Source: an optimization exercise on an open RTL-to-GDS flow (aim: small area, a short achievable clock period and few clock cycles). Production flows keep margins and buffers that such runs may drop.
The RTL was checked by simulation tests, not by an equivalence proof against the original design.
Power and IR drop assume default switching activity.

trial 69:
Design dcache_ctrl, start of the top module:
module dcache_ctrl (
    input  logic         clk_i,
    input  logic         rst_i,
    input  logic         cpu_req_i,
    input  logic         cpu_we_i,
    input  logic [31:0]  cpu_addr_i,
    input  logic [31:0]  cpu_data_i,
    output logic [31:0]  cpu_data_o,
    output logic         cpu_stall_o,
    output logic         mem_req_o,
    output logic         mem_we_o,
    output logic [31:0]  mem_addr_o,
    output logic [255:0] mem_data_o,
    input  logic [255:0] mem_data_i,
    input  logic         mem_ack_i
);
    typedef enum logic [1:0] {ST_IDLE, ST_DONE, ST_WB, ST_RF} state_t;
    state_t       state_reg;
    logic         stall_reg, mreq_reg, mwe_reg, we_reg, from_rf_reg, rot_reg;
    logic [26:0]  maddr_reg;
    logic [255:0] mdata_reg;
    logic [31:0]  dout_reg;
    logic [15:0]  set_oh_reg;
    logic [7:0]   word_oh_reg;
    logic [15:0]  valid_reg, dirty_reg;
    logic [22:0]  tag_slot [16];
    logic [255:0] slot_mem [16];
    logic [2:0]   req_word;
    logic [3:0]   req_index, req_slot;
    logic [22:0]  req_tag;
    logic [1:0]   unused_addr_bits;
    logic [22:0]  set_tag;
    logic [255:0] set_line;
    logic         set_valid, set_dirty, hit, store_now;
    logic [15:0]  tag_eq;
    logic         in_idle, in_done, in_wb, in_rf;
    logic [7:0]   cpu_word_sel;
    logic [255:0] wdata;
    logic [7:0]   wen [8];
    assign req_word         = cpu_addr_i[4:2];
    assign req_index        = cpu_addr_i[8:5];
    assign req_tag          = cpu_addr_i[31:9];
    assign unused_addr_bits = cpu_addr_i[1:0];
    assign req_slot         = {req_index[3:1], req_index[0] ^ rot_reg};
    assign set_tag   = tag_slot[req_slot];
    assign set_line  = slot_mem[req_slot];
    assign set_valid = valid_reg[req_index];
    assign set_dirty = dirty_reg[req_index];
    always_comb begin
        for (int k = 0; k < 16; k++) begin
            tag_eq[k] = (tag_slot[k] == req_tag);
        end
    end
    assign hit       = set_valid & tag_eq[req_slot];
    assign in_idle = (state_reg == ST_IDLE);
    assign in_done = (state_reg == ST_DONE);
    assign in_wb   = (state_reg == ST_WB);
    assign in_rf   = (state_reg == ST_RF);
    assign cpu_stall_o = stall_reg;
    assign cpu_data_o  = dout_reg;
    assign mem_req_o   = mreq_reg;
    assign mem_we_o    = mwe_reg;
    assign mem_addr_o  = {maddr_reg, 5'b0};
  ...
For scale: roughly 17,000 cells after synthesis, about 650 I/O pins.
clock: 10.0 ns
lec_check: 0
cap_margin: 20
core_margin: 2
core_utilization: 55
setup_slack_margin: 5
slew_margin: 20
run.sh (not shown) runs the stock make flow with config.mk's settings and CLKGATE_MAP_FILE= SYNTH_SCRIPT=/design/flow/synth_recipe.tcl, a recipe that flattens the netlist after the stock synthesis.
The flow did not stop early for trial 69: all stages ran, and the layout cleared the timing, design-rule and antenna checks.
Testbench counts of trial 69, summed over its fixed seeds: cycles 68,348.
Edits applied to the flow inputs when going from trial 69 to trial 94:
- removing SETUP_SLACK_MARGIN (formerly 5)
==> flow/flow/run.sh (new file) <==
#!/bin/bash
set -uo pipefail
CTS_MARGIN=5.5
run() {  # run LOG TARGET [margin]
  local log=$1 target=$2 script=standard.sh
  if [[ $# -gt 2 ]]; then
    sed "s/ \"\\\${@:-finish}\"\$/ SETUP_SLACK_MARGIN=$3 \"\${@:-finish}\"/" standard.sh > margin_standard.sh
    if ! grep -q "SETUP_SLACK_MARGIN=$3 " margin_standard.sh; then
      echo "could not add the margin to standard.sh" >&2
      exit 1
    fi
    script=margin_standard.sh
  fi
  bash $script $target > $log 2>&1
  local status=$?
  if [[ $status -ne 0 ]]; then
    tail -40 $log
    exit $status
  fi
}
run flow_place.log place
run flow_cts.log cts $CTS_MARGIN
run flow_finish.log finish
tail -20 flow_finish.log
==> flow/standard.sh (new file) <==
#!/bin/bash
# synth_recipe.tcl (not shown) runs the flow's synth.tcl, then flattens the netlist and writes it again
# the make line also repeats each setting of config.mk as NAME=value (left out here)
make -C /OpenROAD-flow-scripts/flow DESIGN_CONFIG=/design/flow/config.mk WORK_HOME=/design/flow/orfs CLKGATE_MAP_FILE= SYNTH_SCRIPT=/design/flow/synth_recipe.tcl "${@:-finish}"
removed: flow/run.sh
==> comparison <==
Number of cells in the design after placement: trial 94 vs trial 69, no meaningful difference. The number of antenna violations at the first check in global routing reported for trial 94 is greater than that of trial 69 by 2. In the reports for trial 94 and trial 69, the larger internal power consumption belongs to trial 94. Total clock buffers created by CTS of trial 94 is on par with trial 69. Per the comparison of trial 94 with trial 69, combinational share of power neither gained nor lost much; worst-case setup margin in the final layout now sits higher; aggregate global-route resource usage now larger; achievable clock frequency increased 9.2%; clock power held steady.

what the ideal ports hide:
Ports are ideal in the flow. The routed layouts listed here were re-timed in OpenROAD. Step 1: set_driving_cell puts a clkbuf_16 on clk_i and a buf_2 on each other input, an assumption about the parent block. Step 2, shift: input delay + t, output delay - t, t = (earliest + latest rising clock arrival at the registers) / 2. This alone moves slack from input paths to output paths. Slacks: ideal / step 1 / step 2; pairs: ideal / step 1.
| run | shift t [ns] | slack for setup (ns) | slew at the worst register clock pin (ns) | worst data-port slew with drivers (ns) | cell pins on the clock port's net |
|---|---|---|---|---|---|
| trial 69 | 1.108 | 4.751 / 4.841 / 3.733 | 0.07 / 0.07 | 0.32 | 1 |
| trial 94 | 1.127 | 5.195 / 5.066 / 3.939 | 0.07 / 0.07 | 0.44 | 1 |
After both steps every run listed still meets setup and hold. The setup slack of trial 94, which loses most, moves by -0.129 ns with the drivers and by -1.256 ns with both steps.
